From an optimization exercise on the open Yosys and OpenROAD flow, aimed at small area, a short achievable clock period and few clock cycles per item; shortcuts taken in it are not production practice.
The RTL was checked by simulation tests, not by an equivalence proof against the original design.
The flow treats the clock pin as an ideal source, which a real chip does not have.
Power figures rest on the tool's default switching activity, not on a simulated workload.

==> flow/design.v <==
`default_nettype none
package overlap_split_pkg;
  localparam int SAMPLE_W_DEF = 64;
  localparam int HOP_DEF      = 18;
endpackage
`default_nettype wire
`default_nettype none
module split_bank_ram #(
  parameter int SAMPLE_W = 64,
  parameter int DEPTH    = 18
) (
  input  logic                clk,
  input  logic                wr_en,
  input  logic [SAMPLE_W-1:0] wr_data,
  output logic [SAMPLE_W-1:0] rd_data
);
  logic [SAMPLE_W-1:0] ring_q [DEPTH];
  assign rd_data = ring_q[0];
  always_ff @(posedge clk) begin
    ring_q[0] <= wr_en ? wr_data : ring_q[DEPTH-1];
    for (int i = 1; i < DEPTH; i++) begin
      ring_q[i] <= ring_q[i-1];
    end
  end
endmodule
`default_nettype wire
`default_nettype none
import overlap_split_pkg::*;
module overlap_split #(
  parameter int SAMPLE_W = overlap_split_pkg::SAMPLE_W_DEF,
  parameter int HOP      = overlap_split_pkg::HOP_DEF
) (
  input  logic                clk,
  input  logic                reset,
  input  logic [SAMPLE_W-1:0] in_split_pcmSample,
  input  logic                in_split_valid,
  output logic                in_split_ready,
  output logic [SAMPLE_W-1:0] out_split_pcmSample,
  output logic                out_split_valid,
  input  logic                out_split_ready,
  output logic                out_split_last
);
  localparam int PH_W = (HOP > 1) ? $clog2(HOP) : 1;
  localparam int IN_W = $clog2(HOP + 1);
  localparam logic [PH_W-1:0] PH_LAST = PH_W'(HOP - 1);
  logic [PH_W-1:0]     phase_q;     
  logic [PH_W-1:0]     jo_q;        
  logic                half_q;      
  logic [IN_W-1:0]     ji_q;        
  logic                first_q;     
  logic                sync_q;      
  logic                gt_q;        
  logic                in_rdy_q;    
  logic [SAMPLE_W-1:0] out_data_q;
  logic                out_valid_q;
  logic                out_last_q;
  logic                wr_en;
  logic                load;
  logic [SAMPLE_W-1:0] ring_data;
  logic [PH_W-1:0]     phase_n;
  logic [PH_W-1:0]     jo_n;
  logic                eoh;         
  logic                sync_n;      
  logic                ge2;         
  logic                rdy_w;       
  logic                rdy_e;       
  logic                jo_gt;       
  logic                jo_gt1;      
  logic                jo_ge;       
  assign in_split_ready = in_rdy_q;
  assign wr_en          = in_split_valid && in_rdy_q;
  assign load           = sync_q && gt_q && (!out_valid_q || out_split_ready);
  split_bank_ram #(
    .SAMPLE_W (SAMPLE_W),
    .DEPTH    (HOP)
  ) u_bank_ram (
    .clk     (clk),
    .wr_en   (in_rdy_q),
    .wr_data (in_split_pcmSample),
    .rd_data (ring_data)
  );
  always_comb begin
    phase_n = (phase_q == PH_LAST) ? '0 : phase_q + PH_W'(1);
    eoh     = (jo_q == PH_LAST);
    jo_n    = eoh ? '0 : jo_q + PH_W'(1);
    sync_n  = (phase_n == jo_n);
    ge2     = (ji_q > IN_W'(jo_q) + IN_W'(1));
    rdy_w   = (ji_q != IN_W'(HOP - 1));
    rdy_e   = (ji_q != IN_W'(HOP)) && (IN_W'(phase_n) == ji_q);
    jo_gt   = (IN_W'(jo_q) > ji_q);
    jo_gt1  = (IN_W'(jo_q) > ji_q + IN_W'(1));
    jo_ge   = (IN_W'(jo_q) >= ji_q);
  end
  always_ff @(posedge clk) begin
    if (!reset) begin
      phase_q     <= PH_W'(2);
      jo_q        <= PH_W'(1);
      half_q      <= 1'b0;
      ji_q        <= '0;
      first_q     <= 1'b1;
      sync_q      <= 1'b1;
      gt_q        <= 1'b1;
      in_rdy_q    <= 1'b0;
      out_data_q  <= '0;
      out_valid_q <= 1'b1;
      out_last_q  <= 1'b0;
    end else begin
      phase_q <= phase_n;
      sync_q  <= load || sync_n;
      if (load) jo_q <= jo_n;
      if (load && eoh) half_q <= !half_q;
      if (load && eoh && half_q) ji_q <= '0;
      else if (wr_en)            ji_q <= ji_q + IN_W'(1);
      if (load && eoh) begin
        gt_q     <= half_q || wr_en || (ji_q != '0);
        in_rdy_q <= !half_q && (wr_en ? rdy_w : rdy_e);
      end else begin
        if (half_q) begin
          if (wr_en && !load)      gt_q <= 1'b1;
          else if (!wr_en && load) gt_q <= ge2;
        end
        if (wr_en) in_rdy_q <= rdy_w && (half_q || (load ? jo_gt : jo_gt1));
        else       in_rdy_q <= rdy_e && (half_q || (load ? jo_ge : jo_gt));
      end
      if (load) begin
        out_data_q  <= first_q ? '0 : ring_data;
        out_valid_q <= 1'b1;
        out_last_q  <= half_q && eoh;
        if (eoh) first_q <= 1'b0;
      end else if (out_split_ready) begin
        out_valid_q <= 1'b0;
      end
    end
  end
  assign out_split_pcmSample = out_data_q;
  assign out_split_valid     = out_valid_q;
  assign out_split_last      = out_last_q;
endmodule
`default_nettype wire
==> flow/config.mk <==
export PLATFORM = sky130hd
export DESIGN_NAME = overlap_split
export DESIGN_NICKNAME = overlap_split
export VERILOG_FILES = /design/flow/design.v
export SDC_FILE = /design/flow/constraint.sdc
export NUM_CORES = 4
export LEC_CHECK = 0
export CAP_MARGIN = 20
export CORE_MARGIN = 2
export CORE_UTILIZATION = 50
export CTS_BUF_LIST = sky130_fd_sc_hd__clkbuf_16
export CTS_CLUSTER_DIAMETER = 60
export CTS_CLUSTER_SIZE = 30
export PLACE_DENSITY = 0.65
export SETUP_SLACK_MARGIN = 4.5
export SLEW_MARGIN = 20
==> flow/constraint.sdc <==
create_clock -name core_clock -period 7.0 [get_ports {clk}]
set_input_delay 1.4000 -clock core_clock [delete_from_list [all_inputs] [get_ports {clk}]]
set_output_delay 1.4000 -clock core_clock [all_outputs]
set_load 0.01 [all_outputs]
standard.sh (not shown) runs the stock make flow with config.mk's settings and CLKGATE_MAP_FILE= SYNTH_SCRIPT=/design/flow/synth_recipe.tcl, a recipe that flattens the netlist after the stock synthesis.
==> flow/flow/run.sh <==
#!/bin/bash
set -euo pipefail
here="$(pwd)"
bash standard.sh \
  "BUFFER_PORTS_ARGS=-buffer_cell sky130_fd_sc_hd__buf_1" \
  MATCH_CELL_FOOTPRINT=0 \
  "CTS_ARGS=-sink_clustering_enable -repair_clock_nets -sink_clustering_size 30 -sink_clustering_max_diameter 70 -buf_list sky130_fd_sc_hd__buf_12" \
  "POST_CTS_TCL=${here}/flow/extra_repair.tcl" \
  finish > standard_flow.log 2>&1
==> flow/flow/extra_repair.tcl <==
# Run after clock tree synthesis (POST_CTS_TCL hook). One more setup repair
# pass aimed at the paths from the inputs and between registers. For this
# pass only, the output delay is set to 0, so that repair does not stall on
# the register-to-output paths, whose delay (clock tree, flip-flop, output
# buffer) resizing cannot cut further. It aims 0.3 ns past the flow's own
# setup margin, as routing later adds delay to these paths. The design's
# output delay is put back before the database and constraints are written.
set my_outs [all_outputs]
set my_out_delay [expr {0.2 * $::env(FLOW_PERIOD_NS)}]
set_output_delay 0.0 -clock [get_clocks core_clock] $my_outs
estimate_parasitics -placement
repair_timing -setup -setup_margin [expr {$::env(SETUP_SLACK_MARGIN) + 0.3}] -repair_tns 100 -verbose
set_output_delay $my_out_delay -clock [get_clocks core_clock] $my_outs
detailed_placement
check_placement -verbose
estimate_parasitics -placement
report_worst_slack -max
The starting point ran to the end with no violations.
Testbench counts at the start, summed over its fixed seeds: cycles 11,520, blocks 320.
==> next run, changes <==
--- a/flow/design.v
+++ b/flow/design.v
@@ -9,18 +9,20 @@
   parameter int SAMPLE_W = 64,
   parameter int DEPTH    = 18
 ) (
   input  logic                clk,
   input  logic                wr_en,
   input  logic [SAMPLE_W-1:0] wr_data,
+  output logic [SAMPLE_W-1:0] ring_in,
   output logic [SAMPLE_W-1:0] rd_data
 );
   logic [SAMPLE_W-1:0] ring_q [DEPTH];
-  assign rd_data = ring_q[0];
+  assign rd_data = ring_q[DEPTH-1];
+  assign ring_in = wr_en ? wr_data : rd_data;
   always_ff @(posedge clk) begin
-    ring_q[0] <= wr_en ? wr_data : ring_q[DEPTH-1];
+    ring_q[0] <= ring_in;
     for (int i = 1; i < DEPTH; i++) begin
       ring_q[i] <= ring_q[i-1];
     end
   end
 endmodule
 `default_nettype wire
@@ -53,50 +55,45 @@
   logic                in_rdy_q;    
   logic [SAMPLE_W-1:0] out_data_q;
   logic                out_valid_q;
   logic                out_last_q;
   logic                wr_en;
   logic                load;
-  logic [SAMPLE_W-1:0] ring_data;
+  logic [SAMPLE_W-1:0] ring_in;
+  logic [SAMPLE_W-1:0] old_data;
   logic [PH_W-1:0]     phase_n;
-  logic [PH_W-1:0]     jo_n;
   logic                eoh;         
   logic                sync_n;      
   logic                ge2;         
   logic                rdy_w;       
-  logic                rdy_e;       
-  logic                jo_gt;       
-  logic                jo_gt1;      
-  logic                jo_ge;       
+  logic                rdy_n;       
   assign in_split_ready = in_rdy_q;
   assign wr_en          = in_split_valid && in_rdy_q;
-  assign load           = sync_q && gt_q && (!out_valid_q || out_split_ready);
+  assign load           = sync_q && (gt_q || wr_en)
+                       && (!out_valid_q || out_split_ready);
   split_bank_ram #(
     .SAMPLE_W (SAMPLE_W),
     .DEPTH    (HOP)
   ) u_bank_ram (
     .clk     (clk),
     .wr_en   (in_rdy_q),
     .wr_data (in_split_pcmSample),
-    .rd_data (ring_data)
+    .ring_in (ring_in),
+    .rd_data (old_data)
   );
   always_comb begin
     phase_n = (phase_q == PH_LAST) ? '0 : phase_q + PH_W'(1);
     eoh     = (jo_q == PH_LAST);
-    jo_n    = eoh ? '0 : jo_q + PH_W'(1);
-    sync_n  = (phase_n == jo_n);
+    sync_n  = (phase_n == jo_q);
     ge2     = (ji_q > IN_W'(jo_q) + IN_W'(1));
     rdy_w   = (ji_q != IN_W'(HOP - 1));
-    rdy_e   = (ji_q != IN_W'(HOP)) && (IN_W'(phase_n) == ji_q);
-    jo_gt   = (IN_W'(jo_q) > ji_q);
-    jo_gt1  = (IN_W'(jo_q) > ji_q + IN_W'(1));
-    jo_ge   = (IN_W'(jo_q) >= ji_q);
+    rdy_n   = half_q && (ji_q != IN_W'(HOP)) && (IN_W'(phase_n) == ji_q);
   end
   always_ff @(posedge clk) begin
     if (!reset) begin
-      phase_q     <= PH_W'(2);
+      phase_q     <= PH_W'(1);
       jo_q        <= PH_W'(1);
       half_q      <= 1'b0;
       ji_q        <= '0;
       first_q     <= 1'b1;
       sync_q      <= 1'b1;
       gt_q        <= 1'b1;
@@ -104,29 +101,30 @@
       out_data_q  <= '0;
       out_valid_q <= 1'b1;
       out_last_q  <= 1'b0;
     end else begin
       phase_q <= phase_n;
       sync_q  <= load || sync_n;
-      if (load) jo_q <= jo_n;
-      if (load && eoh) half_q <= !half_q;
-      if (load && eoh && half_q) ji_q <= '0;
-      else if (wr_en)            ji_q <= ji_q + IN_W'(1);
+      if (load) begin
+        jo_q <= eoh ? '0 : jo_q + PH_W'(1);
+      end
       if (load && eoh) begin
-        gt_q     <= half_q || wr_en || (ji_q != '0);
-        in_rdy_q <= !half_q && (wr_en ? rdy_w : rdy_e);
+        half_q   <= !half_q;
+        ji_q     <= '0;
+        gt_q     <= half_q;
+        in_rdy_q <= !half_q;
       end else begin
+        if (wr_en) ji_q <= ji_q + IN_W'(1);
         if (half_q) begin
           if (wr_en && !load)      gt_q <= 1'b1;
           else if (!wr_en && load) gt_q <= ge2;
         end
-        if (wr_en) in_rdy_q <= rdy_w && (half_q || (load ? jo_gt : jo_gt1));
-        else       in_rdy_q <= rdy_e && (half_q || (load ? jo_ge : jo_gt));
+        in_rdy_q <= wr_en ? rdy_w : rdy_n;
       end
       if (load) begin
-        out_data_q  <= first_q ? '0 : ring_data;
+        out_data_q  <= first_q ? '0 : ring_in;
         out_valid_q <= 1'b1;
         out_last_q  <= half_q && eoh;
         if (eoh) first_q <= 1'b0;
       end else if (out_split_ready) begin
         out_valid_q <= 1'b0;
       end
What happened: Worst hold slack got worse by 21 ps. Routed wire length fell by about 7%. Die area fell by 0.79%. Clock skew rose by 4.2 ps. Total power fell by about 7%. Non-clock buffer count rose by 6. Synthesized cell count fell by 2.9%. Worst setup slack stays flat. Via count fell by 2.9%. Flip-flop and latch count stays the same. Sequential share of layout area rose by 0.40 points.
Testbench counts after the change, summed over its fixed seeds: cycles 11,520, blocks 320.

== rev 12 ==
Starts from the design.v that is shown in full above.
Settings: LEC_CHECK=0, CAP_MARGIN=20, CORE_MARGIN=2, CORE_UTILIZATION=50, CTS_BUF_LIST=sky130_fd_sc_hd__clkbuf_16, CTS_CLUSTER_DIAMETER=60, CTS_CLUSTER_SIZE=30, PLACE_DENSITY=0.65, SETUP_SLACK_MARGIN=4.5, SLEW_MARGIN=20; clock period 7.0 ns.
==> flow/flow/run.sh <==
#!/bin/bash
set -euo pipefail
here="$(pwd)"
bash standard.sh \
  "BUFFER_PORTS_ARGS=-buffer_cell sky130_fd_sc_hd__buf_1" \
  MATCH_CELL_FOOTPRINT=0 \
  "CTS_ARGS=-sink_clustering_enable -repair_clock_nets -sink_clustering_size 30 -sink_clustering_max_diameter 80 -buf_list sky130_fd_sc_hd__buf_12" \
  "POST_CTS_TCL=${here}/flow/extra_repair.tcl" \
  finish > standard_flow.log 2>&1
Scripts as last shown in full above: flow/flow/extra_repair.tcl
Testbench counts of rev 12, summed over its fixed seeds: cycles 11,520, blocks 320.
Input changes introduced in rev 13 (baseline for comparison: rev 12):
--- a/flow/design.v
+++ b/flow/design.v
@@ -65,7 +65,7 @@
   logic                rdy_w;       
   logic                rdy_e;       
-  logic                jo_gt;       
-  logic                jo_gt1;      
-  logic                jo_ge;       
+  logic                rdy_w1;      
+  logic                rdy_e1;      
+  logic                jo_pre;      
   assign in_split_ready = in_rdy_q;
   assign wr_en          = in_split_valid && in_rdy_q;
@@ -88,7 +88,7 @@
     rdy_w   = (ji_q != IN_W'(HOP - 1));
     rdy_e   = (ji_q != IN_W'(HOP)) && (IN_W'(phase_n) == ji_q);
-    jo_gt   = (IN_W'(jo_q) > ji_q);
-    jo_gt1  = (IN_W'(jo_q) > ji_q + IN_W'(1));
-    jo_ge   = (IN_W'(jo_q) >= ji_q);
+    rdy_w1  = (ji_q != IN_W'(HOP - 2));
+    rdy_e1  = (ji_q != IN_W'(HOP - 1)) && (IN_W'(phase_n) == ji_q);
+    jo_pre  = (jo_q == PH_W'(HOP - 2));
   end
   always_ff @(posedge clk) begin
@@ -120,6 +120,7 @@
           else if (!wr_en && load) gt_q <= ge2;
         end
-        if (wr_en) in_rdy_q <= rdy_w && (half_q || (load ? jo_gt : jo_gt1));
-        else       in_rdy_q <= rdy_e && (half_q || (load ? jo_ge : jo_gt));
+        if (half_q)     in_rdy_q <= wr_en ? rdy_w : rdy_e;
+        else            in_rdy_q <= (load ? jo_pre : eoh)
+                                 && (wr_en ? rdy_w1 : rdy_e1);
       end
       if (load) begin
Findings:
Relative to rev 12, the worst hold slack of rev 13 is lower by 0.0044 ns.
Looking at rev 12 and rev 13, the standard-cell row count is a wash.
Destination of the critical timing path: in_split_ready -> rev 12, out_split_last -> rev 13
Comparing rev 12 and rev 13, the lower fraction of standard cell area in multi-input logic is on rev 13.
| clock input transition at the sequential cells of the worst setup and hold paths | rev 13 vs rev 12 | ≈ equal |
Compared with rev 12, in rev 13 unique cell type count in the Yosys netlist has increased; area after synthesis has decreased; global placer's final weighted congestion has decreased; number of buffers outside the clock class in the layout has decreased; total inserted antenna cells has decreased.
Compared with rev 12, rev 13 instantiates a smaller number of standard cells.
Layout inverter count without the clock tree | rev 13 below rev 12
Part of the power in combinational logic ended up 0.7 points lower on rev 13 than on rev 12.
There was hardly any difference in maximum frequency between rev 13 and rev 12.
Testbench counts of rev 13, summed over its fixed seeds: cycles 11,520, blocks 320.

== pepper ==
Starts from the design.v that is shown in full above.
clock: 7.0 ns
lec_check: 0
cap_margin: 20
core_margin: 2
core_utilization: 50
cts_buf_list: sky130_fd_sc_hd__clkbuf_16
cts_cluster_diameter: 60
cts_cluster_size: 30
place_density: 0.65
setup_slack_margin: 4.5
slew_margin: 20
==> flow/flow/run.sh <==
#!/bin/bash
set -euo pipefail
bash standard.sh \
  "BUFFER_PORTS_ARGS=-buffer_cell sky130_fd_sc_hd__buf_1" \
  MATCH_CELL_FOOTPRINT=0 \
  finish > standard_flow.log 2>&1
No stage failed in pepper, and the final checks on the layout all came back clean.
Testbench counts of pepper, summed over its fixed seeds: cycles 11,520, blocks 320.
The inputs of willow differ from those of pepper as listed below.
--- a/flow/design.v
+++ b/flow/design.v
@@ -12,12 +12,14 @@
   input  logic                clk,
   input  logic                wr_en,
   input  logic [SAMPLE_W-1:0] wr_data,
+  output logic [SAMPLE_W-1:0] ring_in,
   output logic [SAMPLE_W-1:0] rd_data
 );
   logic [SAMPLE_W-1:0] ring_q [DEPTH];
-  assign rd_data = ring_q[0];
+  assign rd_data = ring_q[DEPTH-1];
+  assign ring_in = wr_en ? wr_data : rd_data;
   always_ff @(posedge clk) begin
-    ring_q[0] <= wr_en ? wr_data : ring_q[DEPTH-1];
+    ring_q[0] <= ring_in;
     for (int i = 1; i < DEPTH; i++) begin
       ring_q[i] <= ring_q[i-1];
     end
@@ -56,20 +58,18 @@
   logic                out_last_q;
   logic                wr_en;
   logic                load;
-  logic [SAMPLE_W-1:0] ring_data;
+  logic [SAMPLE_W-1:0] ring_in;
+  logic [SAMPLE_W-1:0] old_data;
   logic [PH_W-1:0]     phase_n;
-  logic [PH_W-1:0]     jo_n;
   logic                eoh;         
   logic                sync_n;      
   logic                ge2;         
   logic                rdy_w;       
-  logic                rdy_e;       
-  logic                jo_gt;       
-  logic                jo_gt1;      
-  logic                jo_ge;       
+  logic                rdy_n;       
   assign in_split_ready = in_rdy_q;
   assign wr_en          = in_split_valid && in_rdy_q;
-  assign load           = sync_q && gt_q && (!out_valid_q || out_split_ready);
+  assign load           = sync_q && (gt_q || wr_en)
+                       && (!out_valid_q || out_split_ready);
   split_bank_ram #(
     .SAMPLE_W (SAMPLE_W),
     .DEPTH    (HOP)
@@ -77,23 +77,20 @@
     .clk     (clk),
     .wr_en   (in_rdy_q),
     .wr_data (in_split_pcmSample),
-    .rd_data (ring_data)
+    .ring_in (ring_in),
+    .rd_data (old_data)
   );
   always_comb begin
     phase_n = (phase_q == PH_LAST) ? '0 : phase_q + PH_W'(1);
     eoh     = (jo_q == PH_LAST);
-    jo_n    = eoh ? '0 : jo_q + PH_W'(1);
-    sync_n  = (phase_n == jo_n);
+    sync_n  = (phase_n == jo_q);
     ge2     = (ji_q > IN_W'(jo_q) + IN_W'(1));
     rdy_w   = (ji_q != IN_W'(HOP - 1));
-    rdy_e   = (ji_q != IN_W'(HOP)) && (IN_W'(phase_n) == ji_q);
-    jo_gt   = (IN_W'(jo_q) > ji_q);
-    jo_gt1  = (IN_W'(jo_q) > ji_q + IN_W'(1));
-    jo_ge   = (IN_W'(jo_q) >= ji_q);
+    rdy_n   = half_q && (ji_q != IN_W'(HOP)) && (IN_W'(phase_n) == ji_q);
   end
   always_ff @(posedge clk) begin
     if (!reset) begin
-      phase_q     <= PH_W'(2);
+      phase_q     <= PH_W'(1);
       jo_q        <= PH_W'(1);
       half_q      <= 1'b0;
       ji_q        <= '0;
@@ -107,23 +104,24 @@
     end else begin
       phase_q <= phase_n;
       sync_q  <= load || sync_n;
-      if (load) jo_q <= jo_n;
-      if (load && eoh) half_q <= !half_q;
-      if (load && eoh && half_q) ji_q <= '0;
-      else if (wr_en)            ji_q <= ji_q + IN_W'(1);
+      if (load) begin
+        jo_q <= eoh ? '0 : jo_q + PH_W'(1);
+      end
       if (load && eoh) begin
-        gt_q     <= half_q || wr_en || (ji_q != '0);
-        in_rdy_q <= !half_q && (wr_en ? rdy_w : rdy_e);
+        half_q   <= !half_q;
+        ji_q     <= '0;
+        gt_q     <= half_q;
+        in_rdy_q <= !half_q;
       end else begin
+        if (wr_en) ji_q <= ji_q + IN_W'(1);
         if (half_q) begin
           if (wr_en && !load)      gt_q <= 1'b1;
           else if (!wr_en && load) gt_q <= ge2;
         end
-        if (wr_en) in_rdy_q <= rdy_w && (half_q || (load ? jo_gt : jo_gt1));
-        else       in_rdy_q <= rdy_e && (half_q || (load ? jo_ge : jo_gt));
+        in_rdy_q <= wr_en ? rdy_w : rdy_n;
       end
       if (load) begin
-        out_data_q  <= first_q ? '0 : ring_data;
+        out_data_q  <= first_q ? '0 : ring_in;
         out_valid_q <= 1'b1;
         out_last_q  <= half_q && eoh;
         if (eoh) first_q <= 1'b0;
[summary]
- willow completed every stage of the flow, and the final layout passed the timing, design-rule and antenna checks.
- Number of distinct library cells after synthesis was higher in willow than in pepper.
- Cell with the largest stage delay on the worst path: dfxtp_4 -> willow, dfxtp_2 -> pepper
- Diff pepper -> willow: total power now sits lower, detailed-routing wirelength on met1 fell by 630 um.
- From pepper to willow the numbers moved as follows: wire length dropped 4.8%; cell area dropped 0.93%; source-to-sink clock delay at the later pin of the worst-skew pair barely changed; routed wirelength normalized by instance count dropped about 3.2%.
- willow vs pepper: multi-input gate share of total cell area down in willow
Testbench counts of willow, summed over its fixed seeds: cycles 11,520, blocks 320.

## re-timing with driven ports
No port has a modelled driver above. Below, the same layouts with a new extraction and two added sets of constraints. Step 1 sets driving cells, clkbuf_16 on the clock port and buf_2 on the other inputs (assumed; they add their load-dependent delay and slew). Step 2, shift: input delay + t, output delay - t, t = (earliest + latest rising clock arrival at the registers) / 2. This alone moves slack from input paths to output paths. Slacks: ideal / step 1 / step 2; pairs: ideal / step 1.
| run | t (ns) | slack for setup (ns) | worst data-port slew with drivers (ns) |
|---|---|---|---|
| the first run of note 1 | 0.605 | 4.559 / 4.504 / 4.201 | 0.08 |
| the second run of note 1 | 0.615 | 4.559 / 4.502 / 3.984 | 0.04 |
| rev 12 | 0.600 | 4.565 / 4.510 / 4.185 | 0.09 |
| rev 13 | 0.605 | 4.563 / 4.506 / 4.193 | 0.06 |
| pepper | 0.655 | 4.522 / 4.470 / 3.934 | 0.10 |
| willow | 0.658 | 4.515 / 4.460 / 3.947 | 0.04 |
After both steps setup and hold are still met in every run listed. The setup slack of pepper, which loses most, moves by -0.052 ns with the drivers and by -0.588 ns with both steps.
